What follows belongs to an exercise in optimizing a design on an open flow for small area, a short achievable clock period and few clock cycles; a production flow would make more cautious choices. Only simulation tests tie the RTL to the original design; equivalence was not proved.

`design.v`:
```
module execute_stage_mc #(
    parameter int XLEN      = 64,
    parameter bit MULDIV_EN = 1'b1
) (
    input  logic            clk_i,
    input  logic            reset_i,
    input  logic            in_valid_i,
    output logic            in_ready_o,
    input  logic [3:0]      op_i,
    input  logic [4:0]      rs1_i,
    input  logic [4:0]      rs2_i,
    input  logic [4:0]      rd_i,
    input  logic [XLEN-1:0] src1_i,
    input  logic [XLEN-1:0] src2_i,
    input  logic [XLEN-1:0] imm_i,
    input  logic            alu_src_i,
    input  logic            regwrite_i,
    input  logic [4:0]      rd_x_i,
    input  logic            regwrite_x_i,
    input  logic [XLEN-1:0] result_x_i,
    input  logic [4:0]      rd_w_i,
    input  logic            regwrite_w_i,
    input  logic [XLEN-1:0] result_w_i,
    output logic            out_valid_o,
    input  logic            out_ready_i,
    output logic [XLEN-1:0] result_o,
    output logic [4:0]      rd_o,
    output logic            regwrite_o,
    output logic            busy_o,
    output logic            div_zero_o
);
    localparam int W  = 64;
    localparam int K  = 4;       
    localparam logic [1:0] P0 = 2'd0;    
    localparam logic [1:0] P1 = 2'd1;    
    localparam logic [1:0] P2 = 2'd2;    
    localparam logic [1:0] P3 = 2'd3;    
    logic [W-1:0] op_a, op_b_fwd, op_b;
    always_comb begin
        op_a = src1_i;
        if (regwrite_x_i && rd_x_i == rs1_i && rs1_i != 5'd0)
            op_a = result_x_i;
        else if (regwrite_w_i && rd_w_i == rs1_i && rs1_i != 5'd0)
            op_a = result_w_i;
        op_b_fwd = src2_i;
        if (regwrite_x_i && rd_x_i == rs2_i && rs2_i != 5'd0)
            op_b_fwd = result_x_i;
        else if (regwrite_w_i && rd_w_i == rs2_i && rs2_i != 5'd0)
            op_b_fwd = result_w_i;
        op_b = alu_src_i ? imm_i : op_b_fwd;
    end
    logic         s1_v_q;                  
    logic [3:0]   op_q;
    logic         mul_q, div_q, quo_q;     
    logic [4:0]   rd1_q;
    logic         rw1_q;
    logic [W-1:0] a_q, b_q;                
    logic [W-1:0] s_q, c_q;                
    logic [1:0]   ph_q;                    
    logic [6:0]   n_q;                     
    logic         fin_q;                   
    logic         out_v_q;
    logic [W-1:0] res_q;
    logic [4:0]   rd_q;
    logic         rw_q, dz_q;
    wire is_md = mul_q || div_q;
    wire out_free = !out_v_q || out_ready_i;
    assign in_ready_o = !s1_v_q || (fin_q && out_free);
    wire accept = in_valid_i && in_ready_o;
    wire wr_out = s1_v_q && fin_q && out_free;    
    wire mul_fin  = mul_q && (ph_q == P2);
    wire div_iter = div_q && (ph_q == P2);
    logic [W-1:0] add_x, add_y, add_s;
    logic         add_sub, add_co, add_c0;
    always_comb begin
        add_x   = a_q;
        add_y   = b_q;
        add_sub = !(op_q == 4'd0);
        if (mul_fin) begin
            add_x = s_q; add_y = c_q; add_sub = 1'b0;
        end else if (div_iter) begin
            add_x = {s_q[W-2:0], a_q[W-1]};
        end
    end
    assign {add_co, add_s, add_c0} = {1'b0, add_x, 1'b1} + {1'b0, add_y ^ {W{add_sub}}, add_sub};
    wire ltu = !add_co;                                    
    wire lts = (a_q[W-1] ^ b_q[W-1]) ? a_q[W-1] : add_s[W-1];
    function automatic logic [6:0] lzc(input logic [W-1:0] x);
        logic [63:0] z;
        logic [5:0]  c [64];
        logic [63:0] z2;
        logic [5:0]  c2 [64];
        for (int i = 0; i < 64; i++) begin z[i] = !x[i]; c[i] = '0; end
        for (int l = 0; l < 6; l++) begin
            for (int g = 0; g < (32 >> l); g++) begin
                z2[g] = z[2*g+1] & z[2*g];
                c2[g] = c[2*g+1];
                if (z[2*g+1]) c2[g] = c[2*g] | 6'(1 << l);
            end
            for (int g = 0; g < (32 >> l); g++) begin z[g] = z2[g]; c[g] = c2[g]; end
        end
        lzc = z[0] ? 7'd64 : {1'b0, c[0]};
    endfunction
    wire [6:0] lz_a = lzc(a_q);
    wire [6:0] lz_b = lzc(b_q);
    logic [5:0]   rot_amt;
    logic [W-1:0] rot [7];
    always_comb begin
        if (div_q)               rot_amt = n_q[5:0];
        else if (op_q == 4'd7)   rot_amt = 6'd0 - b_q[5:0];
        else                     rot_amt = b_q[5:0];
        rot[0] = a_q;
        for (int l = 0; l < 6; l++)
            rot[l+1] = rot_amt[l] ? ((rot[l] >> (1 << l)) | (rot[l] << (W - (1 << l)))) : rot[l];
    end
    function automatic logic [W-1:0] therm(input logic [5:0] t);
        logic [63:0] m;
        m = '0;
        m[0] = t[0];
        for (int k = 1; k < 6; k++)
            for (int i = 0; i < (1 << k); i++) begin
                m[i + (1 << k)] = m[i] & t[k];
                m[i]            = m[i] | t[k];
            end
        therm = m;
    endfunction
    function automatic logic [W-1:0] rev(input logic [W-1:0] x);
        for (int j = 0; j < W; j++) rev[j] = x[W-1-j];
    endfunction
    wire [W-1:0] mlo_s = therm(b_q[5:0]);                      
    wire [W-1:0] mhi_s = rev(mlo_s);                           
    wire [W-1:0] mhi_n = n_q[6] ? '1 : rev(therm(n_q[5:0]));   
    wire [W-1:0] a_xor_b = a_q ^ b_q;
    logic [W-1:0] alu_res;
    always_comb begin
        case (op_q)
            4'd0, 4'd1: alu_res = add_s;
            4'd2: alu_res = a_q & b_q;
            4'd3: alu_res = a_q | b_q;
            4'd4: alu_res = a_xor_b;
            4'd5: alu_res = {{(W-1){1'b0}}, lts};
            4'd6: alu_res = {{(W-1){1'b0}}, ltu};
            4'd7: alu_res = rot[6] & ~mlo_s;
            4'd8: alu_res = rot[6] & ~mhi_s;
            4'd9: alu_res = (rot[6] & ~mhi_s) | (mhi_s & {W{a_q[W-1]}});
            4'd10: alu_res = add_s;                         
            4'd11: alu_res = a_q;                           
            4'd12: alu_res = s_q;                           
            default: alu_res = '0;
        endcase
    end
    logic [W-1:0] ms, mc;
    always_comb begin
        logic [W-1:0] t, u, v;
        ms = s_q;
        mc = c_q;
        for (int i = 0; i < K; i++) begin
            v = b_q[i] ? (a_q << i) : '0;
            t = ms ^ mc ^ v;
            u = ((ms & mc) | (ms & v) | (mc & v)) << 1;
            ms = t;
            mc = u;
        end
    end
    wire mul_last = (b_q[W-1:K] == '0);
    wire [W-1:0] swap_x = {W{ltu}} & a_xor_b;
    wire          div_ge  = s_q[W-1] | add_co;
    wire [W-1:0]  div_rem = div_ge ? add_s : add_x;
    wire          b_zero  = lz_b[6];
    wire [6:0]    n_cnt   = b_zero ? 7'd64 : (lz_a > lz_b) ? 7'd0 : (lz_b - lz_a + 7'd1);
    logic         s1_v_d, fin_d;
    logic [1:0]   ph_d;
    logic         a_en, s_en;
    logic [W-1:0] a_d, b_d, s_d, c_d;
    always_comb begin
        s1_v_d = s1_v_q;
        fin_d  = fin_q;
        ph_d   = ph_q;
        a_en   = 1'b0;
        s_en   = 1'b0;
        a_d    = rot[6] & mhi_n;              
        b_d    = b_q ^ swap_x;                
        s_d    = rot[6] & ~mhi_n;             
        c_d    = mc;
        if (s1_v_q && is_md) begin
            s_en = (ph_q == P0) ? mul_q : (ph_q == P1) ? 1'b1 : (ph_q == P2) ? div_q : 1'b0;
            case (ph_q)
                P0: begin
                    ph_d = P1;
                    if (mul_q) begin
                        a_en = 1'b1;
                        a_d  = a_q ^ swap_x;
                        s_d  = '0;
                        c_d  = '0;
                    end
                end
                P1: begin
                    a_en = 1'b1;
                    if (mul_q) begin
                        a_d = a_q << K;
                        b_d = b_q >> K;
                        s_d = ms;
                        if (mul_last) begin ph_d = P2; fin_d = 1'b1; end
                    end else begin
                        ph_d = (n_q == 7'd0) ? P3 : P2;
                        fin_d = (n_q == 7'd0);
                    end
                end
                P2: begin
                    if (div_q) begin
                        a_en = 1'b1;
                        a_d  = {a_q[W-2:0], div_ge};
                        s_d  = div_rem;
                        if (n_q == 7'd1) begin ph_d = P3; fin_d = 1'b1; end
                    end
                end
                default: ;
            endcase
        end
        if (wr_out) begin
            s1_v_d = 1'b0;
            fin_d  = 1'b0;
        end
        if (accept) begin
            s1_v_d = 1'b1;
            fin_d  = !(op_i >= 4'd10 && op_i <= 4'd12);
            ph_d   = P0;
            a_en   = 1'b1;
            a_d    = op_a;
            b_d    = op_b;
        end
    end
    wire b_en = accept || (s1_v_q && mul_q && (ph_q == P0 || ph_q == P1));
    wire c_en = s1_v_q && mul_q && (ph_q == P0 || ph_q == P1);
    wire n_en = s1_v_q && div_q && (ph_q == P0 || ph_q == P2);
    always_ff @(posedge clk_i or negedge reset_i) begin
        if (!reset_i) begin
            s1_v_q  <= 1'b0;
            fin_q   <= 1'b0;
            ph_q    <= P0;
            out_v_q <= 1'b0;
        end else begin
            s1_v_q  <= s1_v_d;
            fin_q   <= fin_d;
            ph_q    <= ph_d;
            out_v_q <= wr_out || (out_v_q && !out_ready_i);
        end
    end
    always_ff @(posedge clk_i) begin
        if (a_en) a_q <= a_d;
        if (b_en) b_q <= b_d;
        if (s_en) s_q <= s_d;
        if (c_en) c_q <= c_d;
        if (n_en) n_q <= (ph_q == P0) ? n_cnt : n_q - 7'd1;
        if (accept) begin
            op_q  <= op_i;
            mul_q <= (op_i == 4'd10);
            div_q <= (op_i == 4'd11) || (op_i == 4'd12);
            rd1_q <= rd_i;
            rw1_q <= regwrite_i;
        end
        if (wr_out) begin
            res_q <= alu_res;
            rd_q  <= rd1_q;
            rw_q  <= rw1_q;
            dz_q  <= div_q && (b_q == '0);
        end
    end
    assign out_valid_o = out_v_q;
    assign result_o    = res_q;
    assign rd_o        = rd_q;
    assign regwrite_o  = rw_q;
    assign div_zero_o  = dz_q;
    assign busy_o      = s1_v_q;
endmodule
```
`run.sh`:
```
#!/bin/bash
# synth_recipe.tcl (not shown) runs the flow's synth.tcl, then flattens the netlist and writes it again
# the make line also repeats each setting of config.mk as NAME=value (left out here)
make -C /OpenROAD-flow-scripts/flow DESIGN_CONFIG=/design/flow/config.mk WORK_HOME=/design/flow/orfs CLKGATE_MAP_FILE= SYNTH_SCRIPT=/design/flow/synth_recipe.tcl finish
```
`config.mk`:
```
export PLATFORM = sky130hd
export DESIGN_NAME = execute_stage_mc
export DESIGN_NICKNAME = execute_stage_mc
export VERILOG_FILES = /design/flow/design.v
export SDC_FILE = /design/flow/constraint.sdc
export NUM_CORES = 4
export LEC_CHECK = 0
export CAP_MARGIN = 20
export CORE_MARGIN = 2
export CORE_UTILIZATION = 40
export SETUP_SLACK_MARGIN = 2.5
export SLEW_MARGIN = 20
```
`constraint.sdc`:
```
create_clock -name core_clock -period 6.5 [get_ports {clk_i}]
set_input_delay 1.3000 -clock core_clock [delete_from_list [all_inputs] [get_ports {clk_i}]]
set_output_delay 1.3000 -clock core_clock [all_outputs]
set_load 0.01 [all_outputs]
```
==> results list <==
- The run finished, with violations left.
* Layout violations: max-capacitance violations, max-slew violations
- Counting every instance in the synthesized netlist gives 5840.
- Initial DRC count: ~12k
- Final critical-path share of the clock period: 77.0%
- Clock tree root driver cell: clkbuf_16
- Across all layers, the routed design uses approximately 59k vias.
- Cell-by-cell trace of the critical path: nor4_4, buf_12, buf_16, xnor2_4, a21oi_2, ha_1, and3_4, and4_4, and3_4, a211o_4, a31oi_4, o21ai_4, a21oi_4, buf_12, buf_6, buf_12, buf_12, buf_16, mux2i_1, nor2_1, o32a_1
- Along the worst path, the maximum fanout reaches 8.
* Cell with the most instances after synthesis: nand2_1
* Final Wtd Congestion: 1.13
- Detailed placement finished with a half-perimeter wire length of 236 mm.
- The floorplan has 125 rows.
- The commonest cells after synthesis are nand2_1 (729), nor2_1 (572), a21oi_1 (504).
- Of all flip-flops after synthesis, the portion carrying an async set or reset was 1.44%.
- Unrepaired setup endpoints after global routing: yes
- Buffer depth of the longest clock path: 3
- TritonCTS created 48 clock buffers.
- H-tree Lvls: 2
- The total area inside the core boundary comes to ~120000 µm².
* Final-layout setup total negative slack: 0 ps
- In this run the tightest slew margin relative to its limit is -13.0%.
* Chip width: around 350 µm
- Category of the worst setup path capture point: flip-flop
- Number of buffer and inverter stages on the critical path: 7
- Synth area leader: edfxtp_1
* Drt pass-1 iters: 14
* Synth Net Count: between 6k and 7k
* Cell family contributing the most delay on the critical path: compound AO/OA/AOI/OAI gates
* Per-instance average area after synthesis: ~8.1 µm²
- Average wire per standard cell: 41.0 µm
* Count of final hold-check violations: 0
- With fillers left out, the area of the finished cells amounts to between 60000 and 70000 µm².
- Layout cell share with drive strength beyond 1: 25.6%
- The clock net in this run drives a total of around 350 sinks.
- Worst hold slack after final layout: between 400 and 500 ps
- Top routing layer in use: met5
* Full die area: between 100000 and 150000 µm²
- The area growth from synthesis to layout is 41.2%.
- Count of unresolved DRC violations after routing: 0
* Final core occ: between 50% and 60%
* Data arrival time at the worst-slack endpoint: between 5000 and 6000 ps
* Total of warnings raised by yosys: 6
- The share of synthesized area in the top cell type comes to between 20% and 30%.
* Pin count of the biggest net entering global routing: 83
* Net count, final: between 7k and 8k
- The smallest clock period supported by the final layout is computed as 5010 ps.
* Number of enable flip-flop cells after synthesis: roughly 340
- Sequential share of the synthesized area: between 20% and 30%
- After clock tree synthesis, the clock-pin slew on the worst setup and hold paths is 70 ps.
* Final Setup Violations: 0
- Met2 Routed Length: approximately 130 mm
* Count of pins on the block boundary: between 400 and 500
* Synth Cell Area: 47200 µm²
- MaxCap Viol Count: 3
* CP peak stage delay: ~550 ps
- Most used flip-flop cell after synthesis: edfxtp_1
- DIE HEIGHT: ~350 µm
* Vias in the first global route: 55.2k
* Wire length of the first global-routing pass: between 400 and 500 mm
- In the global route stage, overall resource usage came out at 53.9%.
- Ranking of synthesized cells by area: edfxtp_1 (22%), fa_1 (10%), mux2i_1 (9.4%), ha_1 (6.0%), nand2_1 (5.8%)
* Met3 wire length: 63.6 mm
* TritonCTS clock tree: done
* Starting utilization of the core area: between 40 and 50%
- Crit start category: flip-flop
- The clock reaches the later pin of the worst-skew pair after just over 700 ps.
- The initial antenna violation count came to 35.
* Count of distinct cell types in the synthesized netlist: a little over 100
* Total wire length: 340 mm
* Grt ovf: 0
- Clk_skew: roughly 36 ps
* Placement Cell Area: 55200 µm²
- Least-Margin Pin Slew: between 1500 and 2000 ps
- Input/output buffers: 430
* Fmax achieved: between 0.15 and 0.2 GHz
- Startpoint-to-endpoint class of the critical path: reg -> reg
- Worst EP required: approximately 7000 ps
* Worst hold path type: reg -> reg
- Top cell by count, worst path: buf_12
* Metal1 wirelength: roughly 120 mm
* Via-to-Cell Ratio: a little over 7
- The number of pins with negative max-slew slack in the final report came to 7.
- Number of nets with antenna violations after detailed routing: 0
- Critical-path cell with the highest stage delay: edfxtp_1
* Synth Register Bits: around 350
-- repair_timing --
item | 4_1_cts | 5_1_grt
pin swaps | 167 | 125
hold buffers | 0 | 0
gates cloned | 53 | 6
resized for setup | 727 | 370
buffers inserted | 308 | 120
setup endpoints to repair | 294 | 265
-- final cells by class --
cell class,count,area [µm²]
Fill cell,10600,49900
Tap cell,1524,1910
Clock buffer,64,1290
Multi-Input combinational cell,4575,37600
Sequential cell,347,10400
Inverter,422,1640
Timing Repair Buffer,1312,13400
Antenna cell,35,87.6
Clock inverter,21,240
-- cells in the final DEF (no fill, tap or decap), types with 32 or more instances in the layout --
master / netlist / routed
mux2i_4: 1 / 54
fa_1: 244 / 241
a21oi_2: 2 / 92
a221oi_1: 84 / 69
xnor2_1: 124 / 105
diode_2: 0 / 35
clkbuf_16: 0 / 54
mux2i_2: 0 / 61
clkdlybuf4s50_1: 0 / 428
o21ai_2: 1 / 62
a21o_1: 41 / 40
o221ai_1: 121 / 102
buf_16: 0 / 43
nor2_1: 572 / 541
mux2_2: 63 / 34
a22oi_1: 65 / 61
edfxtp_1: 342 / 342
nand3_1: 105 / 96
o211ai_1: 81 / 81
a222oi_1: 37 / 37
a221o_1: 36 / 32
buf_4: 17 / 654
mux2i_1: 444 / 330
and2_1: 72 / 69
a21oi_1: 504 / 397
o21ai_1: 26 / 93
inv_1: 407 / 387
buf_12: 0 / 83
nand2_1: 729 / 695
buf_6: 2 / 77
nand4_1: 40 / 40
a211oi_1: 91 / 85
a31oi_1: 46 / 35
ha_1: 226 / 178
o21ai_0: 327 / 187
-- worst paths after layout --
| path | end | cells after the start | slack (ps) | from |
|---|---|---|---|---|
| hold reg to reg | rd_q[1] | 0 | 420 | rd1_q[1] |
| setup / recovery | a_q[35] | 21 | 1490 | op_q[1] |
| setup reg to reg | a_q[35] | 21 | 1490 | op_q[1] |
| max in group asynchronous | ph_q[1] | 1 | 5460 | reset_i |
| min in group asynchronous | out_v_q | 1 | 830 | reset_i |
| hold / removal | rd_q[1] | 0 | 420 | rd1_q[1] |
-- metrics by stage --
step,worst slack [ps],cells
after floorplan,2230,5840
after CTS,1730,8138
after global routing,1540,8276
after detailed placement,732,7692
after global placement,942,7691
final,1490,8300
-- state kept, by name (all words and copies together) (netlist names) --
register and count:
rd_q 5, ph_q 2, mul_q 1, rd1_q 5
res_q 64, s1_v_q 1, out_v_q 1, rw1_q 1
div_q 1, s_q 64, rw_q 1, b_q 64
dz_q 1, n_q 7, fin_q 1, c_q 60
a_q 64, op_q 4
-- metal layers --
layer | track usage [%] | vias up
li1 | - | 22900
met1 | 62.6 | 28300
met2 | 71.7 | 6235
met3 | 32.6 | 1726
met4 | 38.0 | 50
met5 | 6.56 | -
-- cells by family (layout without fill, tap and decap cells) --
logic type / after synthesis / in the layout / share of synthesized area [%]
adder cells (fa/ha/maj): 470 / 470 / 16.4
other: 0 / 35 / 0
multiplexers: 514 / 516 / 11.2
flip-flops: 347 / 347 / 22.0
AND/OR/NAND/NOR: 1719 / 1726 / 15.7
AO/OA/AOI/OAI: 1697 / 1701 / 23.9
buffers and inverters: 931 / 1819 / 7.72
XOR/XNOR: 162 / 162 / 3.01
Testbench counts, summed over its fixed seeds: cycles 13,769.

[separate check: timing with driven ports]
How much do the figures lean on ideal ports? The routed layout below was timed once more, with nothing changed but the port constraints.
Step 1, drivers: a clkbuf_16 drives clk_i and a buf_2 each remaining input, both assumed.
Step 2 also shifts input and output timing later by t, the mid clock arrival at the registers, as if the neighbouring blocks saw the same clock.
a / b / c = ideal / step 1 / step 2; a / b = the first two.
t, ns: 0.791
setup slack, ns: 1.492 / 1.492 / 1.492
hold WS [ns]: 0.419 / 0.419 / 0.419
worst setup path at the end: register to register
pins driven straight from the clock port: 1
The setup slack of this run moves by 0.000 ns with the drivers and by 0.000 ns with both steps.
